Background: an optimization exercise with open tools, aiming at small area, a short achievable clock period and few clock cycles per item. Do not read the settings as production practice. Function was checked by simulation only, so behaviour that the tests miss may differ from the original. Power is estimated from default activity; no workload was simulated.

[design/flow/design.v]
package heap_layout_pkg;
  localparam int DATA_W = 16;
  localparam logic [DATA_W-1:0] BLOCK_HEADER_SIZE = 16'd8;
  localparam logic [DATA_W-1:0] MIN_ALLOC_SIZE    = 16'd16;
  localparam logic [DATA_W-1:0] LIST_HEAD_ADDR = 16'h0010;   
  localparam logic [DATA_W-1:0] HEAP_BASE      = 16'h0020;
  localparam logic [DATA_W-1:0] HEAP_BYTES     = 16'd256;
  localparam int STORE_DEPTH = 34;
  localparam int SLOT_SHIFT  = $clog2(BLOCK_HEADER_SIZE);
  localparam int SLOT_IDX_W  = $clog2(STORE_DEPTH);
  localparam int HEAP_SLOT   = (HEAP_BASE - LIST_HEAD_ADDR) / BLOCK_HEADER_SIZE;
  typedef struct packed {
    logic [DATA_W-1:0] addr;
    logic [DATA_W-1:0] size;
    logic [DATA_W-1:0] next_addr;   
  } header_t;
endpackage
package heap_bus_pkg;
  typedef enum logic [1:0] {
    LOAD            = 2'd0,
    WRITE_SIZE_NEXT = 2'd1,   
    WRITE_NEXT      = 2'd2    
  } store_op_e;
  typedef enum logic [3:0] {
    IDLE,
    SEARCH_WAIT,
    ALLOC_CHECK,
    FIT_WAIT,
    SPLIT_WAIT,
    FREE_CHECK,
    TARGET_WAIT,
    MERGE_CHECK,
    RIGHT_WAIT,
    MERGE_WRITE,
    MERGE_WAIT,
    LINK_WAIT,
    RESULT
  } seq_state_e;
  typedef enum logic [1:0] {
    NONE,
    LEFT,
    RIGHT,
    BOTH
  } free_merge_e;
endpackage
`timescale 1ns/1ps
module heap_alloc_top (
  input  logic        clk_i,
  input  logic        rst_ni,
  input  logic        req_valid_i,
  input  logic        req_is_alloc_i,
  input  logic [15:0] req_size_i,
  input  logic [15:0] req_addr_i,
  output logic        req_ready_o,
  output logic        res_valid_o,
  output logic [15:0] res_addr_o,
  input  logic        res_ready_i
);
  localparam int NS = 32;   
  localparam int NP = 16;   
  function automatic logic ge8(input logic [7:0] a, input logic [7:0] b);
    logic [7:0] g1, l1;
    logic [3:0] g2, l2;
    logic [1:0] g3, l3;
    logic       l4;
    g1 = a & ~b;
    l1 = ~a & b;
    for (int k = 0; k < 4; k++) begin
      g2[k] = g1[2*k+1] | (~l1[2*k+1] & g1[2*k]);
      l2[k] = l1[2*k+1] | (~g1[2*k+1] & l1[2*k]);
    end
    for (int k = 0; k < 2; k++) begin
      g3[k] = g2[2*k+1] | (~l2[2*k+1] & g2[2*k]);
      l3[k] = l2[2*k+1] | (~g2[2*k+1] & l2[2*k]);
    end
    l4  = l3[1] | (~g3[1] & l3[0]);
    ge8 = ~l4;
  endfunction
  function automatic logic lt5(input logic [4:0] a, input logic [4:0] b);
    logic g, l;
    g = 1'b0;
    l = 1'b0;
    for (int k = 4; k >= 0; k--) begin
      l = l | (~g & ~a[k] & b[k]);
      g = g | (~l & a[k] & ~b[k]);
    end
    lt5 = l;
  endfunction
  function automatic logic gt3(input logic [2:0] a, input logic [2:0] b);
    gt3 = (a[2] & ~b[2]) |
          ((a[2] | ~b[2]) & a[1] & ~b[1]) |
          ((a[2] | ~b[2]) & (a[1] | ~b[1]) & a[0] & ~b[0]);
  endfunction
  function automatic logic [NS-1:0] pre_or32(input logic [NS-1:0] x);
    logic [NS-1:0] y;
    y = x;
    for (int d = 1; d < NS; d = d * 2) begin
      for (int i = NS - 1; i >= d; i--) y[i] = y[i] | y[i-d];
    end
    pre_or32 = y;
  endfunction
  function automatic logic [NS-1:0] suf_or32(input logic [NS-1:0] x);
    logic [NS-1:0] y;
    y = x;
    for (int d = 1; d < NS; d = d * 2) begin
      for (int i = 0; i < NS - d; i++) y[i] = y[i] | y[i+d];
    end
    suf_or32 = y;
  endfunction
  function automatic logic [NS-1:0] pre_two32(input logic [NS-1:0] x);
    logic [NS-1:0] a, t;
    a = x;
    t = '0;
    for (int d = 1; d < NS; d = d * 2) begin
      for (int i = NS - 1; i >= d; i--) begin
        t[i] = t[i] | t[i-d] | (a[i] & a[i-d]);
        a[i] = a[i] | a[i-d];
      end
    end
    pre_two32 = t;
  endfunction
  function automatic logic [NP-1:0] pre_or16(input logic [NP-1:0] x);
    logic [NP-1:0] y;
    y = x;
    for (int d = 1; d < NP; d = d * 2) begin
      for (int i = NP - 1; i >= d; i--) y[i] = y[i] | y[i-d];
    end
    pre_or16 = y;
  endfunction
  logic       in_v_q, in_alloc_q;
  logic [7:0] in_n_q;    
  logic [5:0] in_q1_q;   
  logic [5:0] in_q3_q;   
  logic       go;
  logic [7:0] n_sat;
  assign req_ready_o = ~in_v_q | go;
  assign n_sat       = (req_size_i > 16'd248) ? 8'hFF : req_size_i[7:0];
  always_ff @(posedge clk_i) begin
    if (!rst_ni) begin
      in_v_q <= 1'b0;
    end else begin
      in_v_q <= (req_valid_i & req_ready_o) | (in_v_q & ~go);
    end
  end
  always_ff @(posedge clk_i) begin
    if (req_valid_i & req_ready_o) begin
      in_alloc_q <= req_is_alloc_i;
      in_n_q     <= req_is_alloc_i ? n_sat : (req_addr_i[7:0] - 8'h20);
      in_q1_q    <= {1'b0, n_sat[7:3]} + 6'd1;
      in_q3_q    <= {1'b0, n_sat[7:3]} + 6'd3;
    end
  end
  logic [2:0] r;
  logic [8:0] n8;   
  assign r  = in_n_q[2:0];
  assign n8 = {in_q1_q, r};
  logic [NS-1:0] h_q, f_q;
  logic [2:0]    off_q [NS];
  logic [7:0]    sz_q  [NP];
  logic [NP-1:0] pf, pw, fitp, selp;
  logic [2:0]    offf [NP];
  logic          any;
  logic [NS-1:0] s1;
  always_comb begin
    logic [NP-1:0] seen;
    for (int k = 0; k < NP; k++) begin
      pf[k]   = f_q[2*k] | f_q[2*k+1];
      pw[k]   = f_q[2*k+1];
      offf[k] = pw[k] ? off_q[2*k+1] : off_q[2*k];
      fitp[k] = pf[k] & ge8(sz_q[k], in_n_q);
    end
    seen = pre_or16(fitp);
    selp[0] = fitp[0];
    for (int k = 1; k < NP; k++) selp[k] = fitp[k] & ~seen[k-1];
    any = seen[NP-1];
    for (int k = 0; k < NP; k++) begin
      s1[2*k]   = selp[k] & ~pw[k];
      s1[2*k+1] = selp[k] & pw[k];
    end
  end
  logic [4:0]    a_slot;
  logic [NS-1:0] a_dec, a_lt, a_gt, p_dec, n_dec, nn_dec;
  logic [NP-1:0] a_pdec, p_pdec;
  logic          left, right;
  assign a_slot = in_n_q[7:3];
  always_comb begin
    logic [NS-1:0] hb, ha, sb, sa, ta;
    for (int i = 0; i < NS; i++) begin
      a_dec[i] = (a_slot == 5'(i));
      a_gt[i]  = lt5(a_slot, 5'(i));
      a_lt[i]  = lt5(5'(i), a_slot);
    end
    hb = h_q & a_lt;
    ha = h_q & a_gt;
    sb = suf_or32(hb);
    sa = pre_or32(ha);
    ta = pre_two32(ha);
    p_dec[NS-1]  = hb[NS-1];
    n_dec[0]     = ha[0];
    nn_dec[0]    = 1'b0;
    for (int i = 0; i < NS - 1; i++) p_dec[i] = hb[i] & ~sb[i+1];
    for (int i = 1; i < NS; i++) begin
      n_dec[i]  = ha[i] & ~sa[i-1];
      nn_dec[i] = ha[i] & sa[i-1] & ~ta[i-1];
    end
    left  = |(p_dec & f_q);
    right = |(n_dec & f_q);
    for (int k = 0; k < NP; k++) begin
      a_pdec[k] = a_dec[2*k] | a_dec[2*k+1];
      p_pdec[k] = p_dec[2*k] | p_dec[2*k+1];
    end
  end
  logic [7:0] e8_n, e8_nn, e8;
  always_comb begin
    e8_n  = '0;
    e8_nn = '0;
    for (int i = 1; i < NS; i++) begin
      e8_n  = e8_n  | ({8{n_dec[i]}}  & {5'(i - 1), off_q[i]});
      e8_nn = e8_nn | ({8{nn_dec[i]}} & {5'(i - 1), off_q[i]});
    end
    if (!(|n_dec))  e8_n  = 8'd248;   
    if (!(|nn_dec)) e8_nn = 8'd248;
    e8 = right ? e8_nn : e8_n;
  end
  logic [7:0] s_sel, st, st_p;
  logic [2:0] o_sel;
  logic       w_sel;
  logic [3:0] k_sel;
  always_comb begin
    s_sel = '0;
    o_sel = '0;
    w_sel = 1'b0;
    k_sel = '0;
    st_p  = '0;
    for (int k = 0; k < NP; k++) begin
      s_sel = s_sel | ({8{selp[k]}} & sz_q[k]);
      o_sel = o_sel | ({3{selp[k]}} & offf[k]);
      w_sel = w_sel | (selp[k] & pw[k]);
      k_sel = k_sel | ({4{selp[k]}} & 4'(k));
      st_p  = st_p | ({8{p_pdec[k]}} & {4'(k), pw[k], offf[k]});
    end
  end
  assign st = {k_sel, w_sel, o_sel};
  logic          split;
  logic [2:0]    rem_off;
  logic [7:0]    rem;
  logic [NS-1:0] rem_dec;
  logic [NP-1:0] rem_pdec;
  assign split   = any & ~in_q3_q[5] & ge8(s_sel, {in_q3_q[4:0], r});
  assign rem     = st + n8[7:0];   
  assign rem_off = rem[2:0];
  always_comb begin
    for (int i = 0; i < NS; i++) rem_dec[i] = (rem[7:3] == 5'(i));
    for (int k = 0; k < NP; k++) rem_pdec[k] = rem_dec[2*k] | rem_dec[2*k+1];
  end
  logic [7:0] sub_a, sub_b, sz_wdata;
  assign sub_a    = in_alloc_q ? s_sel : e8;
  assign sub_b    = in_alloc_q ? n8[7:0] : (left ? st_p : in_n_q);
  assign sz_wdata = sub_a - sub_b;
  logic [NS-1:0] h_set, h_clr, f_set, f_clr;
  logic [NP-1:0] sz_we;
  always_comb begin
    for (int i = 0; i < NS; i++) begin
      h_set[i] = go & in_alloc_q & split & rem_dec[i];
      h_clr[i] = go & ~in_alloc_q & ((a_dec[i] & left) | (n_dec[i] & right));
      f_set[i] = h_set[i] | (go & ~in_alloc_q & a_dec[i] & ~left);
      f_clr[i] = (go & in_alloc_q & s1[i]) | (go & ~in_alloc_q & n_dec[i] & right);
    end
    for (int k = 0; k < NP; k++) begin
      sz_we[k] = go & (in_alloc_q ? (split & rem_pdec[k]) : (left ? p_pdec[k] : a_pdec[k]));
    end
  end
  for (genvar i = 0; i < NS; i++) begin : g_slot
    logic       h_r, f_r;
    logic [2:0] off_r;
    if (i == 0) begin : g_base
      assign h_r   = 1'b1;
      assign off_r = 3'd0;
    end else begin : g_hdr
      always_ff @(posedge clk_i) begin
        if (!rst_ni) begin
          h_r <= 1'b0;
        end else if (h_set[i]) begin
          h_r <= 1'b1;
        end else if (h_clr[i]) begin
          h_r <= 1'b0;
        end
      end
      always_ff @(posedge clk_i) begin
        if (h_set[i]) off_r <= rem_off;
      end
    end
    always_ff @(posedge clk_i) begin
      if (!rst_ni) begin
        f_r <= (i == 0);
      end else if (f_set[i]) begin
        f_r <= 1'b1;
      end else if (f_clr[i]) begin
        f_r <= 1'b0;
      end
    end
    assign h_q[i]   = h_r;
    assign f_q[i]   = f_r;
    assign off_q[i] = off_r;
  end
  for (genvar k = 0; k < NP; k++) begin : g_pair
    logic [7:0] sz_r;
    always_ff @(posedge clk_i) begin
      if (!rst_ni && k == 0) begin
        sz_r <= 8'd248;
      end else if (sz_we[k]) begin
        sz_r <= sz_wdata;
      end
    end
    assign sz_q[k] = sz_r;
  end
  logic       out_v_q;
  logic [8:0] out_addr_q;
  assign go          = in_v_q & (~out_v_q | res_ready_i);
  assign res_valid_o = out_v_q;
  assign res_addr_o  = {7'd0, out_addr_q};
  always_ff @(posedge clk_i) begin
    if (!rst_ni) begin
      out_v_q <= 1'b0;
    end else if (go) begin
      out_v_q <= 1'b1;
    end else if (res_ready_i) begin
      out_v_q <= 1'b0;
    end
  end
  always_ff @(posedge clk_i) begin
    if (go) out_addr_q <= (in_alloc_q & any) ? ({1'b0, st} + 9'h20) : 9'd0;
  end
endmodule
[design/flow/run.sh]
#!/bin/bash
# synth_recipe.tcl (not shown) runs the flow's synth.tcl, then flattens the netlist and writes it again
# the make line also repeats each setting of config.mk as NAME=value (left out here)
make -C /OpenROAD-flow-scripts/flow DESIGN_CONFIG=/design/flow/config.mk WORK_HOME=/design/flow/orfs CLKGATE_MAP_FILE= SYNTH_SCRIPT=/design/flow/synth_recipe.tcl finish
[design/flow/config.mk]
export PLATFORM = sky130hd
export DESIGN_NAME = heap_alloc_top
export DESIGN_NICKNAME = heap_alloc_top
export VERILOG_FILES = /design/flow/design.v
export SDC_FILE = /design/flow/constraint.sdc
export NUM_CORES = 4
export LEC_CHECK = 0
export CAP_MARGIN = 20
export CORE_MARGIN = 2
export CORE_UTILIZATION = 45
export SLEW_MARGIN = 20
[design/flow/constraint.sdc]
create_clock -name core_clock -period 6.0 [get_ports {clk_i}]
set_input_delay 1.2000 -clock core_clock [delete_from_list [all_inputs] [get_ports {clk_i}]]
set_output_delay 1.2000 -clock core_clock [all_outputs]
set_load 0.01 [all_outputs]
==> metrics.md, run 1 <==
| Metric | Value |
|---|---|
| Status | `finished with violations` |
| Blocking Checks | `setup timing` |
| Clock period minus worst slack | `6.28 ns` |
| Dpl ws | `-0.657 ns` |
| Mapped Cells | `2568` |
| Share of flip-flops with an asynchronous set or reset | `0%` |
| Initial DRC Count | `4656` |
| Clk_skew | `0.0296 ns` |
| Hold WC Path Type | `flip-flop to flip-flop` |
| Skew-Pair Late Insertion Delay | `0.55 ns` |
| Unrepaired setup endpoints after global routing | `true` |
| Slew at the pin with the worst max-slew slack | `0.923 ns` |
| Routability congestion estimate | `1.09` |
| Yosys warns | `4` |
| FP Rows | `82` |
| Switching share of power | `28.9%` |
| Critical Path RT | `6.47 ns` |
| Max_cap viols | `0` |
| Gr ovfl total | `0` |
| Sequential Power Share | `42.4%` |
| CP most frequent cell | `buf_4` |
| Post-synthesis adder-cell area fraction | `2.67%` |
| Clock-pin slew on the worst setup and hold paths | `0.06 ns` |
| Die width | `229 um` |
| Clk sinks | `314` |
| DP HPWL | `96800 um` |
| Post-synthesis mux area share | `3.29%` |
| Largest net degree at the start of global routing | `45` |
| Worst rel slew slack | `38.4%` |
| # DRC | `0` |
| Post-synthesis simple-gate area fraction | `22.4%` |
| Synth unique cells | `112` |
| Power per cell area | `181 mW/mm^2` |
| Layout cells sized above 1 | `33.1%` |
| Slowest cell on crit path | `or4_4` |
| Num CTS Buffers | `35` |
| Synth Area in Compound Gates | `26.7%` |
| CP startpoint kind | `flip-flop` |
| Filler cells | `4271` |
| Sequential cell area | `0.00870 sq mm` |
| Area grow syn2layout | `40.2%` |
| Commonest non-fill, non-tap cell in the layout | `buf_4` |
| Worst Path Class, Setup | `flip-flop to flip-flop` |
| Period Utilization, post-route | `105%` |
| DR WL/cell | `31.6 um` |
| Final slew viol count | `0` |
| EDFF count, synth | `241` |
| Switching power | `1.68 mW` |
| Xor-xnor portion of the synthesized cell area | `1.69%` |
| Main combinational cell family by area after synthesis | `compound AO/OA/AOI/OAI gates` |
| Area of the core | `0.0501 sq mm` |
| Cell Area, Synth | `0.0228 sq mm` |
| Main flop type after synthesis | `edfxtp_1` |
| CP endpoint kind | `flip-flop` |
| Total Nets Final | `3340` |
| Root buffer cell | `clkbuf_16` |
| Multi-input gate area | `0.0139 sq mm` |
| Comb power frac | `20.1%` |
| Total iterations of the first detailed-routing run | `9` |
| Final worst slack | `-0.276 ns` |
| Vias in the first global route | `26160` |
| First-pass GRT wire length | `177000 um` |
| Post-Syn Area per Cell | `8.89 sq um` |
| FMAX | `159 MHz` |
| PnR Total Power | `5.80 mW` |
| Die area | `0.0525 sq mm` |
| H-Tree Depth | `2` |
| Critical Path Fanout Max | `16` |
| Remaining antenna violation count after routing | `0` |
| # port buffers | `39` |
| Crit path DAT | `6.75 ns` |
| Die Y | `229 um` |
| Commonest non-fill, non-tap cells in the layout | `720 x buf_4, 241 x edfxtp_1, 227 x nand2_1` |
| Crit-path max cell delay | `0.57 ns` |
| Routed WL | `126000 um` |
| Post-CTS Hold Buffers | `0` |
| Via density | `6.87` |
| I/O pin count | `55` |
| Peak VDD IR | `0.000433 V` |
| DR vias | `27339` |
| Post-synthesis sequential area ratio | `38.1%` |
| Clock share of power | `37.5%` |
| Leakage | `12.7 nW` |
| Internal power | `4.13 mW` |
| Clock Path Buffers | `3` |
| Total GRT Usage | `46.2%` |
| TritonCTS clock tree | `done` |
| Initial core utilization | `45.6%` |
| Final hold violations | `0` |
| Final Setup Violations | `140` |
| Initial antenna violation count | `3` |
| Synth Register Bits | `314` |
## path summary, 6_finish.rpt
| check | start | endpoint | slack, ns | depth (start not counted) |
|---|---|---|---|---|
| min | g_pair[0].sz_r[2] | g_pair[0].sz_r[2] | 0.50 | 2 |
| max reg2reg | in_n_q[5] | g_pair[0].sz_r[7] | -0.28 | 30 |
| min reg2reg | g_pair[0].sz_r[2] | g_pair[0].sz_r[2] | 0.50 | 2 |
| max | in_n_q[5] | g_pair[0].sz_r[7] | -0.28 | 30 |
## logic make-up (layout without fill, tap and decap cells)
group,count (synthesis),after routing
AND/OR/NAND/NOR,978,978
adder cells (fa/ha/maj),54,54
other,1,8
XOR/XNOR,44,44
buffers and inverters,262,994
AO/OA/AOI/OAI,843,843
flip-flops,314,314
multiplexers,72,72
## timing repair
action,4_1_cts,5_1_grt
gates cloned,1,5
buffers inserted,28,21
pin swaps,19,45
endpoints found under the setup margin,359,359
gates resized for setup,92,126
## final cells by class
cell class | instances | area share [%]
clock inverters | 19 | 0.540
well taps | 672 | 2.63
flip-flops and latches | 314 | 27.2
repair buffers | 828 | 21.8
inverters | 106 | 1.27
clock buffers | 41 | 2.97
multi-input cells | 1998 | 43.6
diodes | 1 | 0.00782
## power by group through the flow
| stage | Clock [mW] | Sequential [mW] | Combinational [mW] |
|---|---|---|---|
| detailed placement | 0 | 2.51 | 1.02 |
| floorplan | 0 | 2.51 | 0.441 |
| global route | 2.25 | 2.46 | 1.19 |
| global placement | 0 | 2.51 | 1.00 |
| CTS | 2.17 | 2.46 | 1.07 |
| finish | 2.18 | 2.46 | 1.17 |
## cells in the mapped netlist (all sizes together), types with 10 or more instances
cell	n	area [sq um]
clkbuf	84	315
o22a	11	96.3
maj3	34	344
nor4b	13	135
a221oi	51	453
nand3	101	505
nor4	70	574
a21oi	168	845
o21bai	10	75.1
nand2	234	878
edfxtp	241	7240
o221ai	39	342
nand2b	48	300
mux2i	48	480
o22ai	59	403
a211oi	19	148
or4	10	78.8
xor2	17	149
nor2	203	762
a222oi	32	320
o21ai	118	591
and2	34	213
ha	18	225
a31oi	35	219
buf	72	449
o211ai	32	245
nor3	83	435
nor2b	35	219
xnor2	27	236
mux2	24	270
dfxtp	73	1460
or3	23	144
a22oi	52	390
a2111oi	12	136
o21a	42	315
and3	36	225
o31ai	20	150
nor3b	13	97.6
inv	103	387
nand4	36	231
a22o	13	114
## through the flow
step	setup TNS [ns]	util [%]	instances	hold WS [ns]	cell area (sq um)
floorplan	-7.74	-	2574	0.454	22900
global placement	-58.31	58.6	3863	0.476	29300
detailed placement	-102.28	58.6	3863	0.495	29300
CTS	-0.0417	62.1	3952	0.502	31100
global route	-75.81	63.9	3978	0.535	32000
finish	-10.25	63.9	3979	0.500	32000
## per-layer routing
layer	track usage, %	wire (um)	vias to the layer above
li1	-	-	11484
met2	69.6	53100	2212
met1	56.6	44500	13018
met4	35.7	12800	4
met5	0	28	-
met3	11.7	15400	621
## state kept, by name (all words and copies together) (netlist names)
signal	flops
g_pair.sz_r	128
g_slot.f_r	32
g_slot.h_r	31
g_slot.off_r	93
in_alloc_q	1
in_n_q	8
in_q1_q	4
in_q3_q	6
in_v_q	1
out_addr_q	9
out_v_q	1
## critical path, delay by kind of cell, from the launching register on
kind / cells / cell delay (ns)
AOI/OAI and AO/OA: 10 / 2.11
DFF: 1 / 0.42
adders and majority gates: 2 / 0.45
buffers and inverters: 7 / 1.16
muxes: 1 / 0.15
xor gates and xnor gates: 2 / 0.34
and+or+nand+nor: 8 / 1.55
Testbench counts, summed over its fixed seeds: cycles 8,016, ops 8,000.
==> run 2: changes to the inputs <==
--- a/design/flow/design.v
+++ b/design/flow/design.v
@@ -44,6 +44,67 @@
   } free_merge_e;
 endpackage
 `timescale 1ns/1ps
+module heap_sub8 (
+  input  logic [7:0] a,
+  input  logic [7:0] b,
+  output logic [7:0] d
+);
+  logic [7:0] x, g0, p0, g1, p1, g2, p2, g3;
+  assign x  = ~(a ^ b);
+  assign g0 = (a & ~b) | {7'd0, (a[0] | ~b[0])};   
+  assign p0 = a | ~b;
+  for (genvar i = 0; i < 8; i++) begin : g_ks
+    if (i >= 1) begin : g_1
+      assign g1[i] = g0[i] | (p0[i] & g0[i-1]);
+      assign p1[i] = p0[i] & p0[i-1];
+    end else begin : g_1n
+      assign g1[i] = g0[i];
+      assign p1[i] = p0[i];
+    end
+    if (i >= 2) begin : g_2
+      assign g2[i] = g1[i] | (p1[i] & g1[i-2]);
+      assign p2[i] = p1[i] & p1[i-2];
+    end else begin : g_2n
+      assign g2[i] = g1[i];
+      assign p2[i] = p1[i];
+    end
+    if (i >= 4) begin : g_3
+      assign g3[i] = g2[i] | (p2[i] & g2[i-4]);
+    end else begin : g_3n
+      assign g3[i] = g2[i];
+    end
+  end
+  assign d[0] = ~x[0];
+  for (genvar i = 1; i < 8; i++) begin : g_sum
+    assign d[i] = x[i] ^ g3[i-1];
+  end
+endmodule
+module heap_ge3 (
+  input  logic [7:0] a,
+  input  logic [7:0] b,
+  input  logic [7:0] c,
+  output logic       ge
+);
+  logic [9:0] x, y, z, s, t, g, p;
+  assign x = {2'b00, a};
+  assign y = ~{2'b00, b};
+  assign z = ~{2'b00, c};
+  assign s = x ^ y ^ z;
+  assign t = {((x[8:0] & y[8:0]) | (x[8:0] & z[8:0]) | (y[8:0] & z[8:0])), 1'b1};   
+  always_comb begin
+    g = s & t;
+    p = s | t;
+    g[0] = g[0] | p[0];   
+    for (int d = 1; d < 10; d = d * 2) begin
+      for (int i = 9; i >= d; i--) begin
+        g[i] = g[i] | (p[i] & g[i-d]);
+        p[i] = p[i] & p[i-d];
+      end
+    end
+  end
+  assign ge = ~(s[9] ^ t[9] ^ g[8]);
+endmodule
+`timescale 1ns/1ps
 module heap_alloc_top (
   input  logic        clk_i,
   input  logic        rst_ni,
@@ -107,18 +168,6 @@
     end
     suf_or32 = y;
   endfunction
-  function automatic logic [NS-1:0] pre_two32(input logic [NS-1:0] x);
-    logic [NS-1:0] a, t;
-    a = x;
-    t = '0;
-    for (int d = 1; d < NS; d = d * 2) begin
-      for (int i = NS - 1; i >= d; i--) begin
-        t[i] = t[i] | t[i-d] | (a[i] & a[i-d]);
-        a[i] = a[i] | a[i-d];
-      end
-    end
-    pre_two32 = t;
-  endfunction
   function automatic logic [NP-1:0] pre_or16(input logic [NP-1:0] x);
     logic [NP-1:0] y;
     y = x;
@@ -133,6 +182,8 @@
   logic [5:0] in_q3_q;   
   logic       go;
   logic [7:0] n_sat;
+  logic [15:0] cmp_q;    
+  logic [15:0] cmp_d;
   assign req_ready_o = ~in_v_q | go;
   assign n_sat       = (req_size_i > 16'd248) ? 8'hFF : req_size_i[7:0];
   always_ff @(posedge clk_i) begin
@@ -148,6 +199,7 @@
       in_n_q     <= req_is_alloc_i ? n_sat : (req_addr_i[7:0] - 8'h20);
       in_q1_q    <= {1'b0, n_sat[7:3]} + 6'd1;
       in_q3_q    <= {1'b0, n_sat[7:3]} + 6'd3;
+      cmp_q      <= cmp_d;
     end
   end
   logic [2:0] r;
@@ -157,7 +209,7 @@
   logic [NS-1:0] h_q, f_q;
   logic [2:0]    off_q [NS];
   logic [7:0]    sz_q  [NP];
-  logic [NP-1:0] pf, pw, fitp, selp;
+  logic [NP-1:0] pf, pw, fitp, selp, cp;
   logic [2:0]    offf [NP];
   logic          any;
   logic [NS-1:0] s1;
@@ -167,7 +219,8 @@
       pf[k]   = f_q[2*k] | f_q[2*k+1];
       pw[k]   = f_q[2*k+1];
       offf[k] = pw[k] ? off_q[2*k+1] : off_q[2*k];
-      fitp[k] = pf[k] & ge8(sz_q[k], in_n_q);
+      fitp[k] = pf[k] & cmp_q[k];
+      cp[k]   = gt3(offf[k], ~r);   
     end
     seen = pre_or16(fitp);
     selp[0] = fitp[0];
@@ -179,48 +232,38 @@
     end
   end
   logic [4:0]    a_slot;
-  logic [NS-1:0] a_dec, a_lt, a_gt, p_dec, n_dec, nn_dec;
-  logic [NP-1:0] a_pdec, p_pdec;
-  logic          left, right;
+  logic [NS-1:0] a_dec, a_lt, a_gt, pf_dec, nf_dec, e_dec;
+  logic [NP-1:0] a_pdec, pf_pdec;
+  logic          left, right, has_e;
   assign a_slot = in_n_q[7:3];
   always_comb begin
-    logic [NS-1:0] hb, ha, sb, sa, ta;
+    logic [NS-1:0] xb, xa, sb, sa;
     for (int i = 0; i < NS; i++) begin
       a_dec[i] = (a_slot == 5'(i));
       a_gt[i]  = lt5(a_slot, 5'(i));
       a_lt[i]  = lt5(5'(i), a_slot);
     end
-    hb = h_q & a_lt;
-    ha = h_q & a_gt;
-    sb = suf_or32(hb);
-    sa = pre_or32(ha);
-    ta = pre_two32(ha);
-    p_dec[NS-1]  = hb[NS-1];
-    n_dec[0]     = ha[0];
-    nn_dec[0]    = 1'b0;
-    for (int i = 0; i < NS - 1; i++) p_dec[i] = hb[i] & ~sb[i+1];
-    for (int i = 1; i < NS; i++) begin
-      n_dec[i]  = ha[i] & ~sa[i-1];
-      nn_dec[i] = ha[i] & sa[i-1] & ~ta[i-1];
-    end
-    left  = |(p_dec & f_q);
-    right = |(n_dec & f_q);
+    xb = h_q & ~f_q & a_lt;   
+    xa = h_q & ~f_q & a_gt;   
+    sb = suf_or32(xb);
+    sa = pre_or32(xa);
+    pf_dec = f_q & a_lt & ~sb;
+    nf_dec = f_q & a_gt & ~sa;
+    e_dec[0] = xa[0];
+    for (int i = 1; i < NS; i++) e_dec[i] = xa[i] & ~sa[i-1];
+    has_e = sa[NS-1];
+    left  = |pf_dec;
+    right = |nf_dec;
     for (int k = 0; k < NP; k++) begin
-      a_pdec[k] = a_dec[2*k] | a_dec[2*k+1];
-      p_pdec[k] = p_dec[2*k] | p_dec[2*k+1];
+      a_pdec[k]  = a_dec[2*k] | a_dec[2*k+1];
+      pf_pdec[k] = pf_dec[2*k] | pf_dec[2*k+1];
     end
   end
-  logic [7:0] e8_n, e8_nn, e8;
+  logic [7:0] e8;
   always_comb begin
-    e8_n  = '0;
-    e8_nn = '0;
-    for (int i = 1; i < NS; i++) begin
-      e8_n  = e8_n  | ({8{n_dec[i]}}  & {5'(i - 1), off_q[i]});
-      e8_nn = e8_nn | ({8{nn_dec[i]}} & {5'(i - 1), off_q[i]});
-    end
-    if (!(|n_dec))  e8_n  = 8'd248;   
-    if (!(|nn_dec)) e8_nn = 8'd248;
-    e8 = right ? e8_nn : e8_n;
+    e8 = '0;
+    for (int i = 1; i < NS; i++) e8 = e8 | ({8{e_dec[i]}} & {5'(i - 1), off_q[i]});
+    if (!has_e) e8 = 8'd248;   
   end
   logic [7:0] s_sel, st, st_p;
   logic [2:0] o_sel;
@@ -237,37 +280,43 @@
       o_sel = o_sel | ({3{selp[k]}} & offf[k]);
       w_sel = w_sel | (selp[k] & pw[k]);
       k_sel = k_sel | ({4{selp[k]}} & 4'(k));
-      st_p  = st_p | ({8{p_pdec[k]}} & {4'(k), pw[k], offf[k]});
+      st_p  = st_p | ({8{pf_pdec[k]}} & {4'(k), pw[k], offf[k]});
     end
   end
   assign st = {k_sel, w_sel, o_sel};
   logic          split;
   logic [2:0]    rem_off;
-  logic [7:0]    rem;
-  logic [NS-1:0] rem_dec;
+  logic [NS-1:0] u, rem_dec;
   logic [NP-1:0] rem_pdec;
   assign split   = any & ~in_q3_q[5] & ge8(s_sel, {in_q3_q[4:0], r});
-  assign rem     = st + n8[7:0];   
-  assign rem_off = rem[2:0];
+  assign rem_off = o_sel + r;
   always_comb begin
-    for (int i = 0; i < NS; i++) rem_dec[i] = (rem[7:3] == 5'(i));
+    for (int i = 0; i < NS; i++) begin
+      u[i] = (s1[i] & ~cp[i/2]) | ((i > 0) ? (s1[(i+NS-1)%NS] & cp[((i+NS-1)%NS)/2]) : 1'b0);
+    end
+    rem_dec = u << in_q1_q;
     for (int k = 0; k < NP; k++) rem_pdec[k] = rem_dec[2*k] | rem_dec[2*k+1];
   end
   logic [7:0] sub_a, sub_b, sz_wdata;
   assign sub_a    = in_alloc_q ? s_sel : e8;
   assign sub_b    = in_alloc_q ? n8[7:0] : (left ? st_p : in_n_q);
-  assign sz_wdata = sub_a - sub_b;
+  heap_sub8 sub_i (.a(sub_a), .b(sub_b), .d(sz_wdata));
+  logic       wr_ge;
+  heap_ge3 wr_ge_i (.a(sub_a), .b(sub_b), .c(n_sat), .ge(wr_ge));
+  always_comb begin
+    for (int k = 0; k < NP; k++) cmp_d[k] = sz_we[k] ? wr_ge : ge8(sz_q[k], n_sat);
+  end
   logic [NS-1:0] h_set, h_clr, f_set, f_clr;
   logic [NP-1:0] sz_we;
   always_comb begin
     for (int i = 0; i < NS; i++) begin
       h_set[i] = go & in_alloc_q & split & rem_dec[i];
-      h_clr[i] = go & ~in_alloc_q & ((a_dec[i] & left) | (n_dec[i] & right));
+      h_clr[i] = go & ~in_alloc_q & ((a_dec[i] & left) | nf_dec[i]);
       f_set[i] = h_set[i] | (go & ~in_alloc_q & a_dec[i] & ~left);
-      f_clr[i] = (go & in_alloc_q & s1[i]) | (go & ~in_alloc_q & n_dec[i] & right);
+      f_clr[i] = (go & in_alloc_q & s1[i]) | (go & ~in_alloc_q & nf_dec[i]);
     end
     for (int k = 0; k < NP; k++) begin
-      sz_we[k] = go & (in_alloc_q ? (split & rem_pdec[k]) : (left ? p_pdec[k] : a_pdec[k]));
+      sz_we[k] = go & (in_alloc_q ? (split & rem_pdec[k]) : (left ? pf_pdec[k] : a_pdec[k]));
     end
   end
   for (genvar i = 0; i < NS; i++) begin : g_slot
--- a/design/flow/config.mk
+++ b/design/flow/config.mk
@@ -7,5 +7,8 @@
 export LEC_CHECK = 0
 export CAP_MARGIN = 20
 export CORE_MARGIN = 2
-export CORE_UTILIZATION = 45
+export CORE_UTILIZATION = 55
+export SETUP_SLACK_MARGIN = 0.2
 export SLEW_MARGIN = 20
+export SYNTH_HIERARCHICAL = 1
+export SYNTH_MINIMUM_KEEP_SIZE = 0
==> run 2 against run 1 <==
Net effect:
- clock power grew 15%
- fmax is 9.7% higher
- worst hold slack got worse by 0.013 ns
- clock skew up 0.0038 ns
- now clean on timing, DRC and antenna
- synthesized cell count up 13%
- final cell count shrank 8.0%
- area after synthesis increased by 12%
- die area is 8.3% lower
- cell area fell by 7.5%
- non-clock buffer count is 533 lower
==> metrics.md, run 2 <==
| Metric | Value |
|---|---|
| Status | `timing/DRC/antenna clean` |
| Clock Path Buffers | `3` |
| Via density | `7.79` |
| Total GRT Usage | `51.0%` |
| Initial core utilization | `56.0%` |
| Top cell type's share of synthesized area | `30.3%` |
| Worst flop-to-flop path endpoint | `g_pair[0].sz_r[6]` |
| Crit-path cells | `buf_12 -> buf_6 -> nand3_2 -> or4b_1 -> nand4_1 -> buf_4 -> nor4_2 -> and2_1 -> nand3_1 -> buf_4 -> o221ai_1 -> nor4_1 -> nand3_1 -> mux2_2 -> ha_1 -> fa_1 -> o21bai_2 -> a21oi_2 -> or4_1 -> nand3_1 -> buf_12 -> nor2_1 -> mux2i_1` |
| Commonest non-fill, non-tap cell in the layout | `nand2_1` |
| Routed WL | `125000 um` |
| Max_cap viols | `0` |
| Crit-path max cell delay | `0.58 ns` |
| Vias in the first global route | `25828` |
| Switching power | `1.61 mW` |
| Clock share of power | `42.9%` |
| Main flop type after synthesis | `edfxtp_1` |
| # DRC | `0` |
| Switching share of power | `27.5%` |
| Clock period minus worst slack | `5.72 ns` |
| Most frequent cell after synthesis | `nand2_1` |
| Power per cell area | `198 mW/mm^2` |
| HP Start | `g_slot[18].h_r` |
| Routability congestion estimate | `1.16` |
| H-Tree Depth | `2` |
| Reg2reg setup slack | `0.28 ns` |
| Worst rel slew slack | `20.6%` |
| # port buffers | `39` |
| First-pass GRT wire length | `177000 um` |
| Synth unique cells | `122` |
| FMAX | `175 MHz` |
| Design area | `0.0296 sq mm` |
| Area grow syn2layout | `15.9%` |
| Cell Area, Synth | `0.0255 sq mm` |
| Slew at the pin with the worst max-slew slack | `1.19 ns` |
| CP most frequent cell | `nand3_1` |
| Met3 usage in global routing | `20.7%` |
| Area post-placement | `0.0278 sq mm` |
| Layout cells sized above 1 | `18.2%` |
| Yosys warns | `11` |
| Largest register FFs | `128` |
| Die area | `0.0482 sq mm` |
| Delay-heaviest family, CP | `simple AND/OR/NAND/NOR gates` |
| Skew-Pair Late Insertion Delay | `0.60 ns` |
| Root buffer cell | `clkbuf_16` |
| Worst Path Class, Setup | `flip-flop to flip-flop` |
| Crit path DAT | `6.22 ns` |
| Largest net degree at the start of global routing | `68` |
| Setup TNS | `0 ns` |
| Remaining antenna violation count after routing | `0` |
| CP endpoint kind | `flip-flop` |
| Mapped Cells | `2902` |
| Die Y | `219 um` |
| Synth cell count leaders | `276 x nand2_1, 258 x edfxtp_1, 235 x nor2_1` |
| Die width | `219 um` |
| Gr ovfl total | `0` |
| TritonCTS clock tree | `done` |
| Clk_skew | `0.0334 ns` |
| Commonest non-fill, non-tap cells in the layout | `275 x nand2_1, 258 x edfxtp_1, 240 x buf_4` |
| Initial antenna violation count | `3` |
| Critical path startpoint | `in_n_q[6]` |
| Hold depth | `2` |
| Peak VDD IR | `0.000279 V` |
| CP startpoint kind | `flip-flop` |
| Share of flip-flops with an asynchronous set or reset | `0%` |
| Reg2Reg Depth | `23` |
| Final hold violations | `0` |
| Slowest cell on crit path | `nor4_1` |
| Final slew viol count | `0` |
| Area of the core | `0.0456 sq mm` |
| Hold WC Path Type | `flip-flop to flip-flop` |
| GRT met1 Usage | `64.0%` |
| DR WL/cell | `34.2 um` |
| Post-Syn Area per Cell | `8.80 sq um` |
| Internal power | `4.24 mW` |
| Critical Path Fanout Max | `16` |
| Unrepaired setup endpoints after global routing | `false` |
| Post-CTS Hold Buffers | `0` |
| PnR Total Power | `5.85 mW` |
| Most flops, register | `g_pair.sz_r` |
| DR vias | `28507` |
| Met2 track demand over resource | `71.7%` |
| I/O pin count | `55` |
| Initial DRC Count | `5795` |
| Top flop regs | `g_pair.sz_r (128), g_slot.off_r (93), g_slot.f_r (32)` |
| Cell taking the most area after synthesis | `edfxtp_1` |
| Global route hottest layer | `met2` |
| Sequential Power Share | `43.5%` |
| Post-synthesis sequential area ratio | `36.1%` |
| DP HPWL | `94800 um` |
| Critical Path RT | `6.50 ns` |
| Clock-pin slew on the worst setup and hold paths | `0.06 ns` |
| WHS Endpoint | `g_slot[18].h_r` |
| FP Rows | `78` |
| Period Utilization, post-route | `95.4%` |
| Synth Register Bits | `331` |
| Num CTS Buffers | `38` |
| Leakage | `10.4 nW` |
| Final Setup Violations | `0` |
| Total iterations of the first detailed-routing run | `10` |
| Comb power frac | `13.7%` |
| Filler cells | `3816` |
| Clk sinks | `331` |
| Total Nets Final | `3095` |
| Synth area leaders | `edfxtp_1 30%, dfxtp_1 5.7%, nand2_1 4.1%` |
| CP bufs+invs | `5` |
| R2R Path Start | `in_n_q[6]` |
| EDFF count, synth | `258` |
## run 2: how the worst max path moves through the flow
| stage | end | slack, ns | cells after the start |
|---|---|---|---|
| 2_1_floorplan | cmp_q[12] | 0.61 | 23 |
| 3_3_place_gp | cmp_q[8] | -0.02 | 23 |
| 3_5_place_dp | cmp_q[0] | -0.09 | 23 |
| 4_1_cts | cmp_q[0] | 0.21 | 22 |
| 5_1_grt | cmp_q[8] | 0.17 | 21 |
| 6_report | g_pair[0].sz_r[6] | 0.28 | 23 |
## run 2: cells by family after synthesis
| family | share of synthesized area, % |
|---|---|
| DFF | 36.1 |
| buffers and inverters | 4.97 |
| adders and majority gates | 4.27 |
| muxes | 4.42 |
| other | 0.0147 |
| and+or+nand+nor | 22.2 |
| AOI/OAI and AO/OA | 27.3 |
| xor gates and xnor gates | 0.720 |
## run 2: area by class of cell
class	instances	area, sq um	share of cell area, %
diodes	1	2.50	0.00846
clock buffers	45	1040	3.51
clock inverters	22	254	0.858
inverters	85	319	1.08
multi-input cells	2280	15500	52.4
flip-flops and latches	331	9210	31.1
well taps	600	751	2.54
repair buffers	295	2490	8.43
## run 2: what timing repair did
item                       4_1_cts  5_1_grt
resized for setup               22       67
pin swaps                        1       19
cloned                           0        1
setup buffers                    0        9
setup endpoints to repair       18      128
## run 2: tightest hold or removal path: stages, from the launching register on
cell     delay, ns
dfxtp_1       0.32
nand3_1       0.06
a21oi_1       0.06
## run 2: Yosys stat by module, one instance, submodules excluded
module / cell area (sq um) / flip-flops and latches / cells
heap_ge3: 267 / 0 / 29
heap_sub8: 452 / 0 / 64
heap_alloc_top: 24800 / 331 / 2809
## run 2: power by group through the flow
stage                     Clock, mW  Combinational [mW]  Sequential, mW
after floorplan                   0               0.384            2.58
after detailed placement          0               0.734            2.59
after global placement            0               0.722            2.59
after global routing           2.57               0.815            2.54
final                          2.51               0.799            2.54
after CTS                      2.49               0.740            2.54
## run 2: per-layer routing
metal  wire length (um)  part of all wire, %
met4              11000                  8.8
met3              21400                   17
met5                103                0.082
met2              49600                   40
met1              43000                   34
## run 2: through the flow
step           hold WS, ns  instances  utilization [%]  setup slack (ns)
2_1_floorplan        0.448       2908                -             0.607
3_3_place_gp         0.459       3581             61.0           -0.0154
3_5_place_dp         0.474       3581             61.0           -0.0890
4_1_cts              0.483       3648             64.0             0.206
5_1_grt              0.517       3658             64.9             0.173
6_report             0.487       3659             64.9             0.276
Testbench counts of run 2, summed over its fixed seeds: cycles 8,016, ops 8,000.
==> run 3: changes to the inputs <==
--- a/design/flow/design.v
+++ b/design/flow/design.v
@@ -104,6 +104,28 @@
   end
   assign ge = ~(s[9] ^ t[9] ^ g[8]);
 endmodule
+module heap_add8 (
+  input  logic [7:0] a,
+  input  logic [7:0] b,
+  output logic [7:0] s
+);
+  logic [7:0] x, g, p;
+  assign x = a ^ b;
+  always_comb begin
+    g = a & b;
+    p = a | b;
+    for (int d = 1; d < 8; d = d * 2) begin
+      for (int i = 7; i >= d; i--) begin
+        g[i] = g[i] | (p[i] & g[i-d]);
+        p[i] = p[i] & p[i-d];
+      end
+    end
+  end
+  assign s[0] = x[0];
+  for (genvar i = 1; i < 8; i++) begin : g_sum
+    assign s[i] = x[i] ^ g[i-1];
+  end
+endmodule
 `timescale 1ns/1ps
 module heap_alloc_top (
   input  logic        clk_i,
@@ -209,7 +231,7 @@
   logic [NS-1:0] h_q, f_q;
   logic [2:0]    off_q [NS];
   logic [7:0]    sz_q  [NP];
-  logic [NP-1:0] pf, pw, fitp, selp, cp;
+  logic [NP-1:0] pf, pw, fitp, selp;
   logic [2:0]    offf [NP];
   logic          any;
   logic [NS-1:0] s1;
@@ -220,7 +242,6 @@
       pw[k]   = f_q[2*k+1];
       offf[k] = pw[k] ? off_q[2*k+1] : off_q[2*k];
       fitp[k] = pf[k] & cmp_q[k];
-      cp[k]   = gt3(offf[k], ~r);   
     end
     seen = pre_or16(fitp);
     selp[0] = fitp[0];
@@ -286,15 +307,14 @@
   assign st = {k_sel, w_sel, o_sel};
   logic          split;
   logic [2:0]    rem_off;
-  logic [NS-1:0] u, rem_dec;
+  logic [7:0]    rem;
+  logic [NS-1:0] rem_dec;
   logic [NP-1:0] rem_pdec;
   assign split   = any & ~in_q3_q[5] & ge8(s_sel, {in_q3_q[4:0], r});
-  assign rem_off = o_sel + r;
+  assign rem_off = rem[2:0];
+  heap_add8 rem_add_i (.a(st), .b(n8[7:0]), .s(rem));   
   always_comb begin
-    for (int i = 0; i < NS; i++) begin
-      u[i] = (s1[i] & ~cp[i/2]) | ((i > 0) ? (s1[(i+NS-1)%NS] & cp[((i+NS-1)%NS)/2]) : 1'b0);
-    end
-    rem_dec = u << in_q1_q;
+    for (int i = 0; i < NS; i++) rem_dec[i] = (rem[7:3] == 5'(i));
     for (int k = 0; k < NP; k++) rem_pdec[k] = rem_dec[2*k] | rem_dec[2*k+1];
   end
   logic [7:0] sub_a, sub_b, sz_wdata;
==> run 3 against run 2 <==
Net effect:
- still clean
- non-clock buffer count is 4 lower
- routed wire length decreased by 26%
- clock-buffer cell count stayed put
- die area is 15% lower
- combinational power fell by 16%
- final cell count shrank 16%
- core utilization up 1.0 points
- worst setup slack lost 0.091 ns
- critical path depth fell by 4
- critical endpoint is now cmp_q[15]
- largest cell class unchanged
- largest power group unchanged
==> metrics.md, run 3 <==
| Metric | Value |
|---|---|
| Status | `timing/DRC/antenna clean` |
| Layout cells sized above 1 | `17.6%` |
| Synth unique cells | `108` |
| FMAX | `172 MHz` |
| Reg2reg setup slack | `0.19 ns` |
| Clock Path Buffers | `3` |
| Total GRT Usage | `44.6%` |
| Vias in the first global route | `20774` |
| Cell Area, Synth | `0.0215 sq mm` |
| First-pass GRT wire length | `134000 um` |
| Period Utilization, post-route | `96.9%` |
| Share of flip-flops with an asynchronous set or reset | `0%` |
| Total Nets Final | `2587` |
| Power per cell area | `216 mW/mm^2` |
| Die width | `202 um` |
| Synth cell count leaders | `257 x edfxtp_1, 222 x nand2_1, 158 x nor2_1` |
| Fin Hold WS | `0.489 ns` |
| Worst Path Class, Setup | `flip-flop to flip-flop` |
| Cell taking the most area after synthesis | `edfxtp_1` |
| Most flops, register | `g_pair.sz_r` |
| Skew-Pair Late Insertion Delay | `0.59 ns` |
| Initial core utilization | `55.8%` |
| Slowest cell on crit path | `o21ai_0` |
| Commonest non-fill, non-tap cell in the layout | `edfxtp_1` |
| Synth Register Bits | `330` |
| Total iterations of the first detailed-routing run | `8` |
| Top cell type's share of synthesized area | `35.8%` |
| Final Setup Violations | `0` |
| CP endpoint kind | `flip-flop` |
| Setup TNS | `0 ns` |
| TritonCTS clock tree | `done` |
| Clk_skew | `0.0194 ns` |
| Final hold violations | `0` |
| Post-Syn Area per Cell | `9.24 sq um` |
| Reg2Reg Depth | `19` |
| Area of the core | `0.0386 sq mm` |
| Root buffer cell | `clkbuf_16` |
| Peak VDD IR | `0.000266 V` |
| H-Tree Depth | `2` |
| Gr ovfl total | `0` |
| Clk sinks | `330` |
| Crit-path max cell delay | `0.80 ns` |
| Die area | `0.0408 sq mm` |
| DR vias | `21844` |
| Yosys warns | `12` |
| Post-CTS Hold Buffers | `0` |
| R2R Path Start | `in_n_q[5]` |
| Final slew viol count | `0` |
| Remaining antenna violation count after routing | `0` |
| DR WL/cell | `30.4 um` |
| Area grow syn2layout | `18.3%` |
| Critical Path RT | `6.45 ns` |
| Worst flop-to-flop path endpoint | `cmp_q[15]` |
| Crit path DAT | `6.26 ns` |
| Hold WC Path Type | `flip-flop to flip-flop` |
| Max_cap viols | `0` |
| Routability congestion estimate | `1.13` |
| # DRC | `0` |
| Crit-path cells | `buf_12 -> buf_4 -> and3_1 -> o21ai_0 -> nor2_1 -> nand3_1 -> inv_1 -> a221oi_1 -> o2111ai_1 -> or4_1 -> a221oi_2 -> buf_4 -> a21oi_1 -> fa_1 -> a221oi_2 -> nand2_1 -> o31ai_4 -> buf_6 -> mux2_2` |
| Critical path startpoint | `in_n_q[5]` |
| Routed WL | `92800 um` |
| FP Rows | `72` |
| Slew at the pin with the worst max-slew slack | `1.09 ns` |
| Commonest non-fill, non-tap cells in the layout | `257 x edfxtp_1, 232 x buf_4, 218 x nand2_1` |
| Num CTS Buffers | `38` |
| Final worst slack | `0.186 ns` |
| Clock period minus worst slack | `5.81 ns` |
| Largest net degree at the start of global routing | `49` |
| I/O pin count | `55` |
| Worst rel slew slack | `25.4%` |
| Initial antenna violation count | `2` |
| Unrepaired setup endpoints after global routing | `true` |
| # port buffers | `39` |
| EDFF count, synth | `257` |
| Main flop type after synthesis | `edfxtp_1` |
| Mapped Cells | `2331` |
| Post-synthesis sequential area ratio | `42.6%` |
| Clock-pin slew on the worst setup and hold paths | `0.07 ns` |
| Most frequent cell after synthesis | `edfxtp_1` |
| CP Capture Point | `cmp_q[15]` |
| Leakage | `8.97 nW` |
| DP HPWL | `71400 um` |
| Top flop regs | `g_pair.sz_r (128), g_slot.off_r (93), g_slot.f_r (32)` |
| Dpl ws | `0.0438 ns` |
| Critical Path Fanout Max | `12` |
| Synth area leaders | `edfxtp_1 36%, dfxtp_1 6.8%, nand2_1 3.9%` |
| Initial DRC Count | `3297` |
| Via density | `7.14` |
| Die Y | `202 um` |
| Largest register FFs | `128` |
| CP startpoint kind | `flip-flop` |
[run 3: cell types whose count changed after synthesis, moves of 26 or more]
cell      change
a21oi_1      -37
clkbuf_1     -37
inv_1        +29
maj3_2       -26
nand2_1      -54
nand3_1      -27
nor2_1       -77
o21a_1       -55
o21ai_0      -37
[run 3: how the worst min path moves through the flow]
stage | cells after the start | startpoint | end | slack, ns
after floorplan | 2 | g_pair[0].sz_r[0] | g_pair[0].sz_r[0] | 0.45
after global placement | 2 | g_slot[23].h_r | g_slot[23].h_r | 0.46
after detailed placement | 2 | g_slot[20].h_r | g_slot[20].h_r | 0.48
after CTS | 2 | g_slot[20].h_r | g_slot[20].h_r | 0.48
after global routing | 2 | g_slot[20].h_r | g_slot[20].h_r | 0.49
final | 2 | g_slot[20].h_r | g_slot[20].h_r | 0.49
[run 3: repair_timing]
action,CTS,global route
setup buffers,1,13
pin swaps,1,15
endpoints found under the setup margin,65,284
cloned,1,3
hold endpoints to repair,0,0
resized for setup,8,73
[run 3: where the power goes]
| part | internal [mW] | leakage, nW | switching [mW] |
|---|---|---|---|
| Sequential | 2.53 | 2.92 | 0.0193 |
| Combinational | 0.224 | 5.49 | 0.448 |
| Clock | 1.26 | 0.561 | 1.02 |
| Total | 4.01 | 8.97 | 1.49 |
[run 3: kinds of logic after synthesis]
family | after synthesis | synth area share (%)
buffers and inverters | 266 | 5.12
adder cells (fa/ha/maj) | 91 | 5.00
flip-flops | 330 | 42.6
AND/OR/NAND/NOR | 820 | 19.3
XOR/XNOR | 18 | 0.732
multiplexers | 74 | 3.59
AO/OA/AOI/OAI | 731 | 23.7
other | 1 | 0.0174
[run 3: through the flow]
| step | std cells | cell area [sq um] | util, % | power, mW |
|---|---|---|---|---|
| 2_1_floorplan | 2337 | 21600 | - | 2.89 |
| 3_3_place_gp | 2971 | 23800 | 61.6 | 3.18 |
| 3_5_place_dp | 2971 | 23800 | 61.6 | 3.19 |
| 4_1_cts | 3041 | 25000 | 64.8 | 5.43 |
| 5_1_grt | 3057 | 25500 | 66.0 | 5.61 |
| 6_report | 3058 | 25500 | 66.0 | 5.51 |
[run 3: per-layer routing]
metal / vias up / track usage, % / wire (um)
li1: 9347 / - / -
met1: 10306 / 55.7 / 32800
met2: 1746 / 66.9 / 39400
met3: 443 / 10.9 / 11900
met4: 2 / 33.7 / 8690
met5: - / 0 / 17
[run 3: worst max-delay path: cells and delay by family (launching register included)]
kind,cells,cell delay [ns]
AND/OR/NAND/NOR,5,1.13
flip-flops,1,0.53
multiplexers,1,0.18
adder cells (fa/ha/maj),1,0.51
buffers and inverters,5,0.85
AO/OA/AOI/OAI,7,2.45
[run 3: layout make-up]
cell class              count  area [sq um]
clock buffers              45           977
clock inverters            23           199
fillers                  3187         13200
inverters                 109           413
flip-flops and latches    330          9180
diodes                      1          2.50
well taps                 518           648
multi-input cells        1741         11600
repair buffers            291          2450
[run 3: Yosys stat by module (local to each module, per instance)]
| module | flip-flops and latches | cells inside |
|---|---|---|
| heap_sub8 | 0 | 64 |
| heap_alloc_top | 330 | 2174 |
| heap_ge3 | 0 | 31 |
| heap_add8 | 0 | 62 |
Testbench counts of run 3, summed over its fixed seeds: cycles 8,016, ops 8,000.
==> run 4: changes to the inputs <==
--- a/design/flow/design.v
+++ b/design/flow/design.v
@@ -200,8 +200,6 @@
   endfunction
   logic       in_v_q, in_alloc_q;
   logic [7:0] in_n_q;    
-  logic [5:0] in_q1_q;   
-  logic [5:0] in_q3_q;   
   logic       go;
   logic [7:0] n_sat;
   logic [15:0] cmp_q;    
@@ -219,15 +217,13 @@
     if (req_valid_i & req_ready_o) begin
       in_alloc_q <= req_is_alloc_i;
       in_n_q     <= req_is_alloc_i ? n_sat : (req_addr_i[7:0] - 8'h20);
-      in_q1_q    <= {1'b0, n_sat[7:3]} + 6'd1;
-      in_q3_q    <= {1'b0, n_sat[7:3]} + 6'd3;
       cmp_q      <= cmp_d;
     end
   end
   logic [2:0] r;
   logic [8:0] n8;   
   assign r  = in_n_q[2:0];
-  assign n8 = {in_q1_q, r};
+  assign n8 = {in_n_q[7:3] + 6'd1, r};
   logic [NS-1:0] h_q, f_q;
   logic [2:0]    off_q [NS];
   logic [7:0]    sz_q  [NP];
@@ -310,7 +306,9 @@
   logic [7:0]    rem;
   logic [NS-1:0] rem_dec;
   logic [NP-1:0] rem_pdec;
-  assign split   = any & ~in_q3_q[5] & ge8(s_sel, {in_q3_q[4:0], r});
+  logic [5:0] q3;
+  assign q3    = in_n_q[7:3] + 6'd3;   
+  assign split = any & ~q3[5] & ge8(s_sel, {q3[4:0], r});
   assign rem_off = rem[2:0];
   heap_add8 rem_add_i (.a(st), .b(n8[7:0]), .s(rem));   
   always_comb begin
==> run 4 against run 3 <==
Net effect:
- critical path depth rose by 1
- fmax rose by 1.1%
- first-iteration DRC count rose by 14%
- sequential share of layout area fell by 0.29 points
- largest power group unchanged
==> metrics.md, run 4 <==
| Metric | Value |
|---|---|
| Via density | `7.25` |
| Initial core utilization | `55.4%` |
| Dpl ws | `0.000503 ns` |
| Main flop type after synthesis | `edfxtp_1` |
| I/O pin count | `55` |
| Synth Register Bits | `320` |
| Synth area leaders | `edfxtp_1 35%, dfxtp_1 6.9%, nor2_1 4.0%` |
| DR vias | `21905` |
| Share of flip-flops with an asynchronous set or reset | `0%` |
| Clock Path Buffers | `3` |
| Post-CTS Hold Buffers | `0` |
| CP startpoint kind | `flip-flop` |
| Routability congestion estimate | `1.09` |
| CP most frequent cell | `buf_4` |
| CP endpoint kind | `flip-flop` |
| Die Y | `201 um` |
| Clk_skew | `0.0526 ns` |
| # DRC | `0` |
| Slowest cell on crit path | `fa_1` |
| Final core utilization | `64.7%` |
| Final Setup Violations | `0` |
| Clock-pin slew on the worst setup and hold paths | `0.06 ns` |
| # port buffers | `39` |
| Period Utilization, post-route | `95.8%` |
| Largest net degree at the start of global routing | `47` |
| Final worst slack | `0.250 ns` |
| EDFF count, synth | `247` |
| DP HPWL | `71200 um` |
| Cell taking the most area after synthesis | `edfxtp_1` |
| TritonCTS clock tree | `done` |
| Crit-path cells | `buf_4 -> buf_4 -> nor2_1 -> nor2_1 -> a32o_1 -> and2_1 -> a221o_1 -> a2111oi_0 -> o221ai_1 -> a2111oi_1 -> and3_1 -> a32oi_2 -> buf_4 -> fa_1 -> o221ai_1 -> nor3_1 -> o31ai_1 -> buf_4 -> buf_4 -> mux2_1` |
| Die area | `0.0403 sq mm` |
| Commonest non-fill, non-tap cell in the layout | `edfxtp_1` |
| FP Rows | `72` |
| Peak VDD IR | `0.000258 V` |
| Post-synthesis sequential area ratio | `41.7%` |
| Critical Path RT | `6.33 ns` |
| Crit-path max cell delay | `0.52 ns` |
| Worst Path Class, Setup | `flip-flop to flip-flop` |
| Commonest non-fill, non-tap cells in the layout | `247 x edfxtp_1, 217 x nor2_1, 214 x buf_4` |
| Top flop regs | `g_pair.sz_r (128), g_slot.off_r (93), g_slot.f_r (32)` |
| Area grow syn2layout | `16.7%` |
| Vias in the first global route | `20678` |
| Yosys warns | `12` |
| Slew at the pin with the worst max-slew slack | `1.04 ns` |
| Status | `timing/DRC/antenna clean` |
| CP bufs+invs | `5` |
| Unrepaired setup endpoints after global routing | `false` |
| Skew-Pair Late Insertion Delay | `0.62 ns` |
| Synth unique cells | `119` |
| Delay-heaviest family, CP | `compound AO/OA/AOI/OAI gates` |
| Total Nets Final | `2558` |
| Area of the core | `0.0385 sq mm` |
| Initial DRC Count | `3757` |
| Num CTS Buffers | `37` |
| Ant diodes | `0` |
| First-pass GRT wire length | `134000 um` |
| Total GRT Usage | `45.0%` |
| Cell Area, Synth | `0.0213 sq mm` |
| Synth cell count leaders | `247 x edfxtp_1, 226 x nor2_1, 195 x nand2_1` |
| Remaining antenna violation count after routing | `0` |
| Leakage | `8.76 nW` |
| Most flops, register | `g_pair.sz_r` |
| Most frequent cell after synthesis | `edfxtp_1` |
| Setup TNS | `0 ns` |
| Critical Path Fanout Max | `10` |
| Power per cell area | `224 mW/mm^2` |
| Root buffer cell | `clkbuf_16` |
| Routed WL | `92500 um` |
| DR WL/cell | `30.6 um` |
| Initial antenna violation count | `0` |
| Placed Instances | `2942` |
| Clock period minus worst slack | `5.75 ns` |
| Total iterations of the first detailed-routing run | `6` |
| Final slew viol count | `0` |
| Worst rel slew slack | `30.2%` |
| Final cell count without fillers | `3023` |
| Gr ovfl total | `0` |
| Clk sinks | `320` |
| Post-Syn Area per Cell | `9.19 sq um` |
| Final hold violations | `0` |
| Die width | `201 um` |
| H-Tree Depth | `2` |
| Max_cap viols | `0` |
| Layout cells sized above 1 | `16.0%` |
| Top cell type's share of synthesized area | `34.8%` |
| Hold WC Path Type | `flip-flop to flip-flop` |
| Largest register FFs | `128` |
| Mapped Cells | `2318` |
| FMAX | `174 MHz` |
| Crit path DAT | `6.08 ns` |
run 4: cell count changes after synthesis, sizes merged, moves of 14 or more:
cell	change
nor2	+68
o31ai	-38
nand2	-27
clkbuf	-25
maj3	-18
o21ai	+15
and3	+14
o211ai	+14
o32ai	-14
run 4: cell type report:
cell class	count	area, sq um
clock buffer	48	987
clock inverter	19	287
fill	3274	13600
inverter	100	377
multi-input combinational	1760	11600
sequential	320	8880
tap	518	648
timing repair buffer	258	2090
run 4: path summary, 6_finish.rpt:
check                                    start             end  slack, ns  depth (start not counted)
worst max-delay path                 in_n_q[4]       cmp_q[15]       0.25                         20
worst min-delay path            g_slot[12].h_r  g_slot[12].h_r       0.48                          2
worst max register to register       in_n_q[4]       cmp_q[15]       0.25                         20
worst min register to register  g_slot[12].h_r  g_slot[12].h_r       0.48                          2
run 4: kinds of logic after synthesis:
logic type               synth area share, %
AO/OA/AOI/OAI                           24.2
XOR/XNOR                               0.699
adder cells (fa/ha/maj)                 4.53
buffers and inverters                   4.93
flip-flops                              41.7
multiplexers                            3.28
other                                 0.0176
AND/OR/NAND/NOR                         20.7
run 4: power by group:
part           switching (mW)  internal, mW  total [mW]
sequential             0.0165          2.46        2.48
clock                    1.00          1.36        2.36
combinational           0.503         0.227       0.730
total                    1.52          4.05        5.57
run 4: metrics by stage:
| stage | total power, mW | hold WS (ns) | area (sq um) |
|---|---|---|---|
| after global placement | 3.17 | 0.460 | 23300 |
| after CTS | 5.51 | 0.474 | 24700 |
| after global routing | 5.69 | 0.499 | 24900 |
| after detailed placement | 3.19 | 0.466 | 23300 |
| after floorplan | 2.87 | 0.443 | 21300 |
| final | 5.57 | 0.481 | 24900 |
run 4: repair_timing:
action	in CTS	in global routing
setup buffers	8	6
pin swaps	0	5
hold endpoints to repair	0	0
gates resized for setup	1	36
endpoints found under the setup margin	12	248
run 4: tightest hold or removal path: stages, from the launching register on:
cell     delay [ns]
dfxtp_1        0.31
nand3_1        0.06
o22ai_1        0.06
run 4: per-module statistics from Yosys (local to each module, per instance):
module	cell area (sq um)	copies in the design	cells	flops+latches
heap_add8	469	1	62	0
heap_ge3	284	1	31	0
heap_sub8	452	1	64	0
heap_alloc_top	20100	1	2161	320
run 4: routing by layer:
metal  track usage (%)  share of wire, %  vias up
met1              59.1                37    10437
met2              65.3                41     1836
met3              16.7                15      381
met5                 0             0.059        -
met4              22.6               6.2        2
li1                  -                 -     9249
Testbench counts of run 4, summed over its fixed seeds: cycles 8,016, ops 8,000.
==> run 5: changes to the inputs <==
==> design/flow/config.mk (replaced) <==
export PLATFORM = sky130hd
export DESIGN_NAME = heap_alloc_top
export DESIGN_NICKNAME = heap_alloc_top
export VERILOG_FILES = /design/flow/design.v
export SDC_FILE = /design/flow/constraint.sdc
export NUM_CORES = 4
export LEC_CHECK = 0
export ABC_AREA = 1
export CAP_MARGIN = 20
export CORE_MARGIN = 2
export CORE_UTILIZATION = 55
export SETUP_SLACK_MARGIN = 0.2
export SLEW_MARGIN = 20
==> run 5 against run 4 <==
Net effect:
- core utilization grew 1.8 points
- highest routed layer unchanged
- via count grew 12%
- still clean on timing, DRC and antenna
- total power grew 1.9%
- die area grew 3.0%
- largest power group unchanged
- first-iteration DRC count grew 13%
- register-to-register slack gained 0.07 ns
- worst hold slack lost 0.019 ns
- largest cell class unchanged
- cell area grew 5.6%
- final cell count grew 29%
- clock-buffer cell count shrank 5
==> metrics.md, run 5 <==
| Metric | Value |
|---|---|
| Reg2Reg Depth | `30` |
| Routability congestion estimate | `1.11` |
| Post-Syn Area per Cell | `7.20 sq um` |
| Clk sinks | `320` |
| # DRC | `0` |
| Main flop type after synthesis | `edfxtp_1` |
| FMAX | `176 MHz` |
| Die width | `204 um` |
| Synth Register Bits | `320` |
| Die area | `0.0415 sq mm` |
| DP HPWL | `76700 um` |
| # port buffers | `39` |
| Critical Path RT | `6.50 ns` |
| Multi-input gate area | `0.0111 sq mm` |
| Reg2reg setup slack | `0.32 ns` |
| Cell taking the most area after synthesis | `edfxtp_1` |
| Synth unique cells | `65` |
| Mapped Cells | `3049` |
| CP endpoint kind | `flip-flop` |
| Total Nets Final | `3415` |
| Critical Path Fanout Max | `10` |
| FP Rows | `73` |
| Skew-Pair Late Insertion Delay | `0.61 ns` |
| HP Start | `g_pair[0].sz_r[6]` |
| Post-synthesis sequential area ratio | `40.4%` |
| Filler cells | `3331` |
| Initial core utilization | `55.5%` |
| Synth cell count leaders | `822 x nand2_1, 424 x nor2_1, 378 x inv_1` |
| Hold depth | `2` |
| DR vias | `24559` |
| Worst rel slew slack | `21.9%` |
| Top flop regs | `g_pair.sz_r (128), g_slot.off_r (93), g_slot.f_r (32)` |
| Largest register FFs | `128` |
| Max_cap viols | `0` |
| Total GRT Usage | `46.7%` |
| Clock period minus worst slack | `5.68 ns` |
| Total iterations of the first detailed-routing run | `9` |
| Commonest non-fill, non-tap cell in the layout | `nand2_1` |
| Largest net degree at the start of global routing | `64` |
| Routed WL | `97700 um` |
| Peak VDD IR | `0.000208 V` |
| Top cell type's share of synthesized area | `33.8%` |
| Gr ovfl total | `0` |
| Final core utilization | `66.4%` |
| Layout cells sized above 1 | `14.7%` |
| Via density | `6.32` |
| Most flops, register | `g_pair.sz_r` |
| H-Tree Depth | `2` |
| Synth area leaders | `edfxtp_1 34%, nand2_1 14%, nor2_1 7.2%` |
| Area grow syn2layout | `19.6%` |
| Num CTS Buffers | `37` |
| Post-CTS Hold Buffers | `0` |
| Status | `timing/DRC/antenna clean` |
| Ant diodes | `0` |
| Power per cell area | `216 mW/mm^2` |
| R2R Path Start | `g_slot[11].f_r` |
| WHS Endpoint | `g_pair[0].sz_r[6]` |
| Vias in the first global route | `23056` |
| Crit-path max cell delay | `0.47 ns` |
| Most frequent cell after synthesis | `nand2_1` |
| PnR Total Power | `5.68 mW` |
| I/O pin count | `55` |
| Clock Path Buffers | `3` |
| Initial antenna violation count | `1` |
| DR WL/cell | `25.1 um` |
| Setup TNS | `0 ns` |
| Yosys warns | `6` |
| Root buffer cell | `clkbuf_16` |
| Final hold violations | `0` |
| TritonCTS clock tree | `done` |
| Commonest non-fill, non-tap cells in the layout | `822 x nand2_1, 419 x nor2_1, 377 x inv_1` |
| Die Y | `204 um` |
| Slowest cell on crit path | `dfxtp_2` |
| Critical path startpoint | `g_slot[11].f_r` |
| Cell Area, Synth | `0.0220 sq mm` |
| Clk_skew | `0.0395 ns` |
| Initial DRC Count | `4254` |
| Slew at the pin with the worst max-slew slack | `1.17 ns` |
| Period Utilization, post-route | `94.7%` |
| Final Setup Violations | `0` |
| EDFF count, synth | `247` |
| Crit path DAT | `6.18 ns` |
| Share of flip-flops with an asynchronous set or reset | `0%` |
| Remaining antenna violation count after routing | `0` |
| Unrepaired setup endpoints after global routing | `false` |
| Hold WC Path Type | `flip-flop to flip-flop` |
| Leakage | `12.1 nW` |
| CP startpoint kind | `flip-flop` |
| Final slew viol count | `0` |
| First-pass GRT wire length | `141000 um` |
| Worst Path Class, Setup | `flip-flop to flip-flop` |
| Worst flop-to-flop path endpoint | `g_pair[0].sz_r[0]` |
| Sequential cell area | `0.00888 sq mm` |
| Area of the core | `0.0395 sq mm` |
| Clock-pin slew on the worst setup and hold paths | `0.06 ns` |
## run 5: what timing repair did
| item | in CTS | in global routing |
|---|---|---|
| gates resized for setup | 0 | 11 |
| setup endpoints to repair | 0 | 173 |
| buffers inserted | 0 | 6 |
## run 5: kinds of logic after synthesis
family | Yosys count | share of synthesized area, %
compound gates | 408 | 11.4
xor+xnor | 16 | 0.638
flops | 320 | 40.4
simple gates | 1750 | 35.0
other cells | 1 | 0.0171
mux | 6 | 0.274
fa+ha+maj | 49 | 3.07
buf+inv | 499 | 9.10
## run 5: layer usage
metal	track usage, %	share of wire (%)	vias up
met5	1.19	0.069	-
met4	27.6	7.6	2
met3	15.9	15	497
met2	70.7	42	2049
met1	57.7	35	11258
li1	-	-	10753
## run 5: worst max path at each step
stage                             end  slack (ns)  depth (start not counted)
floorplan                   cmp_q[12]        1.50                         27
detailed placement  g_pair[0].sz_r[6]        0.38                         30
CTS                 g_pair[0].sz_r[6]        0.36                         30
finish              g_pair[0].sz_r[0]        0.32                         30
global route        g_pair[0].sz_r[1]        0.21                         31
global placement    g_pair[0].sz_r[3]        0.53                         31
## run 5: through the flow
step           hold WS, ns  setup slack [ns]  cell area, sq um  std cells
2_1_floorplan        0.429              1.50             22000       3055
3_3_place_gp         0.444             0.534             24900       3812
3_5_place_dp         0.449             0.383             24900       3812
4_1_cts              0.463             0.359             26200       3880
5_1_grt              0.501             0.206             26300       3886
6_report             0.462             0.320             26300       3886
## run 5: final cells by class
class | count | share of cell area (%)
well taps | 525 | 2.50
repair buffers | 335 | 10.7
multi-input cells | 2236 | 42.4
clock buffers | 43 | 3.77
flip-flops and latches | 320 | 33.8
clock inverters | 25 | 1.10
inverters | 402 | 5.75
## run 5: critical path: cells and delay by family, from the launching register on
family / cells / cell delay [ns]
adder cells (fa/ha/maj): 1 / 0.18
AND/OR/NAND/NOR: 14 / 2.49
AO/OA/AOI/OAI: 6 / 1.13
flip-flops: 1 / 0.47
XOR/XNOR: 1 / 0.17
buffers and inverters: 8 / 1.12
## run 5: power by group
part           leakage (nW)  internal [mW]  switching (mW)
combinational          8.60          0.232           0.513
sequential             2.83           2.48          0.0158
clock                 0.616           1.41            1.03

==> what the ideal ports hide <==
In the flow no input, the clock included, has a driving cell. The finished layouts below were timed again as built, in two steps. Step 1, drivers: a clkbuf_16 drives clk_i and a buf_2 each remaining input, both assumed. Step 2, shift: input delay + t, output delay - t, t = (earliest + latest rising clock arrival at the registers) / 2. This alone moves slack from input paths to output paths. Slacks: ideal ports / drivers / drivers and shift; pairs: ideal ports / drivers.
run	t (ns)	setup slack, ns
run 1	0.591	-0.276 / -0.276 / -0.276
run 2	0.647	0.276 / 0.276 / 0.276
run 3	0.635	0.186 / 0.186 / 0.186
run 4	0.663	0.250 / 0.250 / 0.250
run 5	0.649	0.320 / 0.320 / 0.320
